Background: an optimization exercise with open tools, aiming at small area and a short achievable clock period. Do not read the settings as production practice.
Function was checked by simulation only, so behaviour that the tests miss may differ from the original.
Power figures rest on the tool's default switching activity, not on a simulated workload.

==> run Z <==
==> flow/design.v <==
`default_nettype none
package ex_pkg;
    localparam logic [6:0] op_imm    = 7'b0010011;
    localparam logic [6:0] op_reg    = 7'b0110011;
    localparam logic [6:0] op_branch = 7'b1100011;
    localparam logic [6:0] op_jal    = 7'b1101111;
    localparam logic [6:0] op_jalr   = 7'b1100111;
    localparam logic [6:0] op_lui    = 7'b0110111;
    localparam logic [6:0] op_auipc  = 7'b0010111;
endpackage
`default_nettype wire
`timescale 1ns/10ps
`default_nettype none
module ex_decode (
    input  logic        clk,
    input  logic        reset_i,
    input  logic        valid_i,
    input  logic [31:0] pc_i,
    input  logic [31:0] inst_i,
    input  logic [31:0] rs1_i,
    input  logic [31:0] rs2_i,
    output logic [31:0] x_o,       
    output logic [31:0] y_o,       
    output logic [31:0] link_o,    
    output logic        cin_o,     
    output logic        s_add_o,   
    output logic        s_sr_o,
    output logic        s_sl_o,
    output logic        s_p_o,
    output logic        s_g_o,
    output logic        s_slt_o,
    output logic        s_sltu_o,
    output logic        s_link_o,
    output logic        arith_o,
    output logic        we_o,
    output logic [4:0]  rd_o,
    output logic        jump_o,
    output logic        bit0_o     
);
    logic [6:0] opc;
    logic [2:0] f3;
    logic       alt;
    logic       ok;
    logic       is_op, is_opimm, is_alu, is_lui, is_auipc, is_jal, is_jalr, is_br;
    logic       f_add, f_sub, f_sll, f_slt, f_sltu, f_xor, f_sr, f_or, f_and;
    logic       inv;
    logic       eq, lt, ltu, taken;
    logic [31:0] imm_i, imm_u, imm_b, imm_j;
    logic [31:0] rs1_rev;
    logic [31:0] x_d, y_d;
    assign opc = inst_i[6:0];
    assign f3  = inst_i[14:12];
    assign alt = inst_i[30];
    assign ok  = valid_i & ~reset_i;
    assign is_op    = opc == ex_pkg::op_reg;
    assign is_opimm = opc == ex_pkg::op_imm;
    assign is_alu   = is_op | is_opimm;
    assign is_lui   = opc == ex_pkg::op_lui;
    assign is_auipc = opc == ex_pkg::op_auipc;
    assign is_jal   = opc == ex_pkg::op_jal;
    assign is_jalr  = (opc == ex_pkg::op_jalr) & (f3 == 3'b000);
    assign is_br    = (opc == ex_pkg::op_branch) & (f3[2:1] != 2'b01);
    assign f_sub  = is_op & (f3 == 3'b000) & alt;
    assign f_add  = is_alu & (f3 == 3'b000) & ~f_sub;
    assign f_sll  = is_alu & (f3 == 3'b001);
    assign f_slt  = is_alu & (f3 == 3'b010);
    assign f_sltu = is_alu & (f3 == 3'b011);
    assign f_xor  = is_alu & (f3 == 3'b100);
    assign f_sr   = is_alu & (f3 == 3'b101);
    assign f_or   = is_alu & (f3 == 3'b110);
    assign f_and  = is_alu & (f3 == 3'b111);
    assign inv    = f_sub | f_slt | f_sltu;
    assign imm_i = {{20{inst_i[31]}}, inst_i[31:20]};
    assign imm_u = {inst_i[31:12], 12'b0};
    assign imm_b = {{20{inst_i[31]}}, inst_i[7], inst_i[30:25], inst_i[11:8], 1'b0};
    assign imm_j = {{12{inst_i[31]}}, inst_i[19:12], inst_i[20], inst_i[30:21], 1'b0};
    always_comb begin
        for (int i = 0; i < 32; i++) rs1_rev[i] = rs1_i[31-i];
    end
    logic [29:0] inc_q, inc_c;
    always_comb begin
        inc_q = pc_i[31:2];
        for (int l = 0; l < 5; l++) begin
            for (int i = 29; i >= 0; i--) begin
                if ((i >> l) & 1) inc_q[i] = inc_q[i] & inc_q[((i >> l) << l) - 1];
            end
        end
        inc_c = {inc_q[28:0], 1'b1};
    end
    assign x_d = ({32{(is_alu & ~f_sll) | is_jalr}} & rs1_i)
               | ({32{f_sll}} & rs1_rev)
               | ({32{is_auipc | is_jal | is_br}} & pc_i);
    assign y_d = ({32{is_op}} & rs2_i)
               | ({32{is_opimm | is_jalr}} & imm_i)
               | ({32{is_lui | is_auipc}} & imm_u)
               | ({32{is_br}} & imm_b)
               | ({32{is_jal}} & imm_j);
    logic [30:0] cl, ce;
    logic        e31;
    always_comb begin
        cl = ~rs1_i[30:0] & rs2_i[30:0];
        ce = ~(rs1_i[30:0] ^ rs2_i[30:0]);
        for (int s = 1; s < 32; s = s * 2) begin
            for (int i = 0; i + s < 31; i = i + 2 * s) begin
                cl[i] = cl[i+s] | (ce[i+s] & cl[i]);
                ce[i] = ce[i+s] & ce[i];
            end
        end
    end
    assign e31 = ~(rs1_i[31] ^ rs2_i[31]);
    assign eq  = e31 & ce[0];
    assign ltu = (~rs1_i[31] & rs2_i[31]) | (e31 & cl[0]);
    assign lt  = (rs1_i[31] & ~rs2_i[31]) | (e31 & cl[0]);
    always_comb begin
        case (f3[2:1])
            2'b00:   taken = eq ^ f3[0];
            2'b10:   taken = lt ^ f3[0];
            default: taken = ltu ^ f3[0];
        endcase
    end
    always_ff @(posedge clk) begin
        x_o      <= x_d;
        y_o      <= y_d ^ {32{inv}};
        link_o   <= {pc_i[31:2] ^ inc_c, pc_i[1:0]};
        cin_o    <= inv;
        s_add_o  <= ok & (f_add | f_sub | is_lui | is_auipc);
        s_sr_o   <= ok & f_sr;
        s_sl_o   <= ok & f_sll;
        s_p_o    <= ok & (f_xor | f_or);
        s_g_o    <= ok & (f_and | f_or);
        s_slt_o  <= ok & f_slt;
        s_sltu_o <= ok & f_sltu;
        s_link_o <= ok & (is_jal | is_jalr);
        arith_o  <= alt & ~f_sll;
        we_o     <= ok & (is_alu | is_lui | is_auipc | is_jal | is_jalr);
        rd_o     <= inst_i[11:7] & {5{ok & (is_alu | is_lui | is_auipc | is_jal | is_jalr)}};
        jump_o   <= ok & (is_jal | is_jalr | (is_br & taken));
        bit0_o   <= ~is_jalr;
    end
endmodule
`default_nettype wire
`timescale 1ns/10ps
`default_nettype none
module ex_alu (
    input  logic        clk,
    input  logic        reset_i,
    input  logic [31:0] x_i,
    input  logic [31:0] y_i,
    input  logic [31:0] link_i,
    input  logic        cin_i,
    input  logic        s_add_i,
    input  logic        s_sr_i,
    input  logic        s_sl_i,
    input  logic        s_p_i,
    input  logic        s_g_i,
    input  logic        s_slt_i,
    input  logic        s_sltu_i,
    input  logic        s_link_i,
    input  logic        arith_i,
    input  logic        we_i,
    input  logic [4:0]  rd_i,
    input  logic        jump_i,
    input  logic        bit0_i,
    output logic        wb_we_o,
    output logic [4:0]  wb_rd_o,
    output logic [31:0] wb_data_o,
    output logic        jump_flag_o,
    output logic [31:0] jump_addr_o
);
    logic        rn;
    logic [31:0] p, g, sum, result;
    logic        cout, lt, ltu;
    assign rn   = ~reset_i;
    assign p    = x_i ^ y_i;
    assign g    = x_i & y_i;
    logic [31:0] gg [0:5];
    logic [31:0] pp [0:5];
    logic [32:0] c;
    always_comb begin
        gg[0] = g;
        pp[0] = p;
        for (int l = 0; l < 5; l++) begin
            for (int i = 0; i < 32; i++) begin
                if ((i >> l) & 1) begin
                    gg[l+1][i] = gg[l][i] | (pp[l][i] & gg[l][((i >> l) << l) - 1]);
                    pp[l+1][i] = pp[l][i] & pp[l][((i >> l) << l) - 1];
                end else begin
                    gg[l+1][i] = gg[l][i];
                    pp[l+1][i] = pp[l][i];
                end
            end
        end
        c[0] = cin_i;
        for (int i = 0; i < 32; i++) c[i+1] = gg[5][i] | (pp[5][i] & cin_i);
    end
    assign sum  = p ^ c[31:0];
    assign cout = c[32];
    assign ltu  = ~cout;
    assign lt   = (x_i[31] == y_i[31]) ? x_i[31] : ~cout;
    logic [32:0] ext, ext_sh;
    logic [47:0] sh4;
    logic        fill, r0, r16, l0, l16;
    logic [31:0] shr_sel, shl_sel;
    assign fill   = arith_i & x_i[31];
    assign ext    = {fill, x_i};
    assign ext_sh = $signed(ext) >>> y_i[3:0];
    assign sh4    = {{16{fill}}, ext_sh[31:0]};
    assign r0     = s_sr_i & ~y_i[4];
    assign r16    = s_sr_i & y_i[4];
    assign l0     = s_sl_i & ~y_i[4];
    assign l16    = s_sl_i & y_i[4];
    always_comb begin
        for (int i = 0; i < 32; i++) begin
            shr_sel[i] = (r0 & sh4[i]) | (r16 & sh4[i+16]);
            shl_sel[i] = (l0 & sh4[31-i]) | (l16 & sh4[47-i]);
        end
    end
    always_comb begin
        for (int i = 0; i < 32; i++) begin
            result[i] = shr_sel[i] | shl_sel[i] | (s_p_i & p[i]) | (s_g_i & g[i])
                      | (s_link_i & link_i[i]);
        end
        result[0] = result[0] | (s_slt_i & lt) | (s_sltu_i & ltu);
    end
    logic [31:0] sum_q, other_q;
    logic        add_q, we_q, flag_q, flag0_q;
    logic [4:0]  rd_q;
    always_ff @(posedge clk) begin
        sum_q   <= sum;
        other_q <= result & {32{rn}};
        add_q   <= s_add_i & rn;
        we_q    <= we_i & rn;
        rd_q    <= rd_i & {5{rn}};
        flag_q  <= jump_i & rn;
        flag0_q <= jump_i & bit0_i & rn;
    end
    assign wb_we_o     = we_q;
    assign wb_rd_o     = rd_q;
    assign wb_data_o   = (sum_q & {32{add_q}}) | other_q;
    assign jump_flag_o = flag_q;
    assign jump_addr_o = {sum_q[31:1] & {31{flag_q}}, sum_q[0] & flag0_q};
endmodule
`default_nettype wire
`timescale 1ns/10ps
`default_nettype none
module ex_top (
    input  logic        clk,
    input  logic        reset_i,
    input  logic        valid_i,
    input  logic [31:0] pc_i,
    input  logic [31:0] inst_i,
    input  logic [31:0] rs1_i,
    input  logic [31:0] rs2_i,
    output logic        wb_we_o,
    output logic [4:0]  wb_rd_o,
    output logic [31:0] wb_data_o,
    output logic        jump_flag_o,
    output logic [31:0] jump_addr_o
);
    logic [31:0] x, y, link;
    logic        cin, s_add, s_sr, s_sl, s_p, s_g, s_slt, s_sltu, s_link, arith;
    logic        we, jump, bit0;
    logic [4:0]  rd;
    ex_decode u_decode (
        .clk(clk), .reset_i(reset_i), .valid_i(valid_i), .pc_i(pc_i), .inst_i(inst_i),
        .rs1_i(rs1_i), .rs2_i(rs2_i),
        .x_o(x), .y_o(y), .link_o(link), .cin_o(cin), .s_add_o(s_add), .s_sr_o(s_sr),
        .s_sl_o(s_sl), .s_p_o(s_p), .s_g_o(s_g), .s_slt_o(s_slt), .s_sltu_o(s_sltu),
        .s_link_o(s_link), .arith_o(arith), .we_o(we), .rd_o(rd), .jump_o(jump), .bit0_o(bit0)
    );
    ex_alu u_alu (
        .clk(clk), .reset_i(reset_i),
        .x_i(x), .y_i(y), .link_i(link), .cin_i(cin), .s_add_i(s_add), .s_sr_i(s_sr),
        .s_sl_i(s_sl), .s_p_i(s_p), .s_g_i(s_g), .s_slt_i(s_slt), .s_sltu_i(s_sltu),
        .s_link_i(s_link), .arith_i(arith), .we_i(we), .rd_i(rd), .jump_i(jump), .bit0_i(bit0),
        .wb_we_o(wb_we_o), .wb_rd_o(wb_rd_o), .wb_data_o(wb_data_o),
        .jump_flag_o(jump_flag_o), .jump_addr_o(jump_addr_o)
    );
endmodule
`default_nettype wire
`timescale 1ns/10ps
`default_nettype none
module ex_unit (
    input  logic        clk,
    input  logic        reset_i,
    input  logic        issue_valid_i,
    input  logic [31:0] issue_pc_i,
    input  logic [31:0] issue_inst_i,
    input  logic [31:0] issue_rs1_i,
    input  logic [31:0] issue_rs2_i,
    output logic        wb_we_o,
    output logic [4:0]  wb_rd_o,
    output logic [31:0] wb_data_o,
    output logic        jump_flag_o,
    output logic [31:0] jump_addr_o
);
    ex_top u_top (
        .clk(clk), .reset_i(reset_i), .valid_i(issue_valid_i), .pc_i(issue_pc_i),
        .inst_i(issue_inst_i), .rs1_i(issue_rs1_i), .rs2_i(issue_rs2_i),
        .wb_we_o(wb_we_o), .wb_rd_o(wb_rd_o), .wb_data_o(wb_data_o),
        .jump_flag_o(jump_flag_o), .jump_addr_o(jump_addr_o)
    );
endmodule
`default_nettype wire
==> flow/flow/run.sh <==
#!/bin/bash
# Standard ORFS layout; only the port buffers differ: small buffers instead of
# the resizer's default pick.
set -euo pipefail
export BUFFER_PORTS_ARGS="-buffer_cell sky130_fd_sc_hd__buf_1"
bash standard.sh > standard.log 2>&1
==> flow/standard.sh <==
#!/bin/bash
# synth_recipe.tcl (not shown) runs the flow's synth.tcl, then flattens the netlist and writes it again
# the make line also repeats each setting of config.mk as NAME=value (left out here)
make -C /OpenROAD-flow-scripts/flow DESIGN_CONFIG=/design/flow/config.mk WORK_HOME=/design/flow/orfs CLKGATE_MAP_FILE= SYNTH_SCRIPT=/design/flow/synth_recipe.tcl "${@:-finish}"
==> flow/config.mk <==
export PLATFORM = sky130hd
export DESIGN_NAME = ex_unit
export DESIGN_NICKNAME = ex_unit
export VERILOG_FILES = /design/flow/design.v
export SDC_FILE = /design/flow/constraint.sdc
export NUM_CORES = 4
export LEC_CHECK = 0
export CAP_MARGIN = 20
export CORE_MARGIN = 2
export CORE_UTILIZATION = 40
export CTS_BUF_LIST = sky130_fd_sc_hd__clkbuf_8
export SETUP_SLACK_MARGIN = 2.6
export SLEW_MARGIN = 20
==> flow/constraint.sdc <==
create_clock -name core_clock -period 5.0 [get_ports {clk}]
set_input_delay 1.0000 -clock core_clock [delete_from_list [all_inputs] [get_ports {clk}]]
set_output_delay 1.0000 -clock core_clock [all_outputs]
set_load 0.01 [all_outputs]
==> run A (differences from run Z) <==
--- a/flow/design.v
+++ b/flow/design.v
@@ -77,16 +77,6 @@
     always_comb begin
         for (int i = 0; i < 32; i++) rs1_rev[i] = rs1_i[31-i];
     end
-    logic [29:0] inc_q, inc_c;
-    always_comb begin
-        inc_q = pc_i[31:2];
-        for (int l = 0; l < 5; l++) begin
-            for (int i = 29; i >= 0; i--) begin
-                if ((i >> l) & 1) inc_q[i] = inc_q[i] & inc_q[((i >> l) << l) - 1];
-            end
-        end
-        inc_c = {inc_q[28:0], 1'b1};
-    end
     assign x_d = ({32{(is_alu & ~f_sll) | is_jalr}} & rs1_i)
                | ({32{f_sll}} & rs1_rev)
                | ({32{is_auipc | is_jal | is_br}} & pc_i);
@@ -121,7 +111,7 @@
     always_ff @(posedge clk) begin
         x_o      <= x_d;
         y_o      <= y_d ^ {32{inv}};
-        link_o   <= {pc_i[31:2] ^ inc_c, pc_i[1:0]};
+        link_o   <= pc_i + 32'd4;
         cin_o    <= inv;
         s_add_o  <= ok & (f_add | f_sub | is_lui | is_auipc);
         s_sr_o   <= ok & f_sr;
@@ -168,8 +158,8 @@
     output logic [31:0] jump_addr_o
 );
     logic        rn;
-    logic [31:0] p, g, sum, result;
-    logic        cout, lt, ltu;
+    logic [31:0] p, g, sum, shr, result;
+    logic        cout, lt, ltu, jmp;
     assign rn   = ~reset_i;
     assign p    = x_i ^ y_i;
     assign g    = x_i & y_i;
@@ -198,47 +188,24 @@
     assign ltu  = ~cout;
     assign lt   = (x_i[31] == y_i[31]) ? x_i[31] : ~cout;
     logic [32:0] ext, ext_sh;
-    logic [47:0] sh4;
-    logic        fill, r0, r16, l0, l16;
-    logic [31:0] shr_sel, shl_sel;
-    assign fill   = arith_i & x_i[31];
-    assign ext    = {fill, x_i};
-    assign ext_sh = $signed(ext) >>> y_i[3:0];
-    assign sh4    = {{16{fill}}, ext_sh[31:0]};
-    assign r0     = s_sr_i & ~y_i[4];
-    assign r16    = s_sr_i & y_i[4];
-    assign l0     = s_sl_i & ~y_i[4];
-    assign l16    = s_sl_i & y_i[4];
+    assign ext    = {arith_i & x_i[31], x_i};
+    assign ext_sh = $signed(ext) >>> y_i[4:0];
+    assign shr    = ext_sh[31:0];
     always_comb begin
         for (int i = 0; i < 32; i++) begin
-            shr_sel[i] = (r0 & sh4[i]) | (r16 & sh4[i+16]);
-            shl_sel[i] = (l0 & sh4[31-i]) | (l16 & sh4[47-i]);
-        end
-    end
-    always_comb begin
-        for (int i = 0; i < 32; i++) begin
-            result[i] = shr_sel[i] | shl_sel[i] | (s_p_i & p[i]) | (s_g_i & g[i])
-                      | (s_link_i & link_i[i]);
+            result[i] = (s_add_i & sum[i]) | (s_sr_i & shr[i]) | (s_sl_i & shr[31-i])
+                      | (s_p_i & p[i]) | (s_g_i & g[i]) | (s_link_i & link_i[i]);
         end
         result[0] = result[0] | (s_slt_i & lt) | (s_sltu_i & ltu);
     end
-    logic [31:0] sum_q, other_q;
-    logic        add_q, we_q, flag_q, flag0_q;
-    logic [4:0]  rd_q;
+    assign jmp = jump_i & rn;
     always_ff @(posedge clk) begin
-        sum_q   <= sum;
-        other_q <= result & {32{rn}};
-        add_q   <= s_add_i & rn;
-        we_q    <= we_i & rn;
-        rd_q    <= rd_i & {5{rn}};
-        flag_q  <= jump_i & rn;
-        flag0_q <= jump_i & bit0_i & rn;
-    end
-    assign wb_we_o     = we_q;
-    assign wb_rd_o     = rd_q;
-    assign wb_data_o   = (sum_q & {32{add_q}}) | other_q;
-    assign jump_flag_o = flag_q;
-    assign jump_addr_o = {sum_q[31:1] & {31{flag_q}}, sum_q[0] & flag0_q};
+        wb_we_o     <= we_i & rn;
+        wb_rd_o     <= rd_i & {5{rn}};
+        wb_data_o   <= result & {32{rn}};
+        jump_flag_o <= jmp;
+        jump_addr_o <= {sum[31:1], sum[0] & bit0_i} & {32{jmp}};
+    end
 endmodule
 `default_nettype wire
 `timescale 1ns/10ps
==> flow/flow/run.sh (replaced) <==
#!/bin/bash
# Standard ORFS layout; only the port buffers differ: small buffers instead of
# the resizer's default pick.
set -euo pipefail
export BUFFER_PORTS_ARGS="-buffer_cell sky130_fd_sc_hd__buf_2"
bash standard.sh > standard.log 2>&1
--- a/flow/config.mk
+++ b/flow/config.mk
@@ -7,7 +7,6 @@
 export LEC_CHECK = 0
 export CAP_MARGIN = 20
 export CORE_MARGIN = 2
-export CORE_UTILIZATION = 40
-export CTS_BUF_LIST = sky130_fd_sc_hd__clkbuf_8
-export SETUP_SLACK_MARGIN = 2.6
+export CORE_UTILIZATION = 60
+export SETUP_SLACK_MARGIN = 2.2
 export SLEW_MARGIN = 20
==> comparison <==
- Against run A, the count of clock-buffer cells in the layout of run Z is lower by 1.
- Global-route usage: run Z is lower than run A (8.3 points).
- Against run Z, the cell area of run A is smaller by about 9%.
- Between run A and run Z, the lower hold slack is in run A (gap 0.022 ns).
- Between run Z and run A, the lower synthesized cell count is in run Z (gap 0.33%, measured against run A).
- Against run A, the power of run Z is lower by 0.99%.
- Non-clock buffer count: run A is lower than run Z (38).
- Against run A, the final cell count of run Z is larger by 8.9%.
- Between run Z and run A, the lower area after synthesis is in run A (gap 1.5%, measured against run A).
- Combinational power: run A is smaller than run Z (10%).
- In run A the clock skew is lower than in run Z, by 0.0050 ns.
==> figures <==
item	run Z	run A
Status	finished clean	finished clean
Routability congestion estimate	0.958	0.985
P_seq	0.00155 W	0.00152 W
Final antenna diode count	0	1
Synthesized-area fraction occupied by xor and xnor cells	0.0649	0.0708
VDD IR max	0.158 mV	0.346 mV
Comb. pwr	0.000356 W	0.000320 W
Post-Synthesis Cell Area	10900 sq um	10800 sq um
Synthesized instance count	1202	1206
Violation count after the first detailed-routing iteration	1167	1573
Vias per cell	6.03	6.60
Final nets	1627	1593
Sequential cell area fraction in the yosys report	0.343	0.344
Number of clock buffer instances in the layout	17	18
Final-layout non-clock buffer area share	0.120	0.110
Net switching power figure	0.000876 W	0.000849 W
GR Util met1	0.398	0.508
Sequential Area	3790 sq um	3720 sq um
Standard cell with the maximum stage delay on the critical path	a2111oi_4	ha_1
Arrival time reported for the critical path endpoint	2.95 ns	3.15 ns
Final standard cell count with taps included and fillers excluded	1779	1634
Post-Route Hold Slack	0.459 ns	0.437 ns
Multi-input gate area	7780 sq um	6760 sq um

-- static timing again, ports no longer ideal --
In the flow no input, the clock included, has a driving cell. The finished layouts below were timed again as built, in two steps.
Step 1 assumes that a clkbuf_16 drives the clock port and a buf_2 every other input.
Step 2, shift: input delay + t, output delay - t, t = (earliest + latest rising clock arrival at the registers) / 2. This alone moves slack from input paths to output paths.
a / b / c = ideal ports / drivers / drivers and shift; a / b = the first two.
| run | t, ns | slack for setup (ns) | worst setup path at the end | pins driven straight from the clock port |
|---|---|---|---|---|
| run Z | 0.534 | 2.479 / 2.479 / 2.094 | input to register | 1 |
| run A | 0.489 | 2.145 / 2.145 / 1.742 | input to register | 1 |
After both steps every run listed still meets setup and hold. The setup slack of run A, which loses most, moves by 0.000 ns with the drivers and by -0.403 ns with both steps.
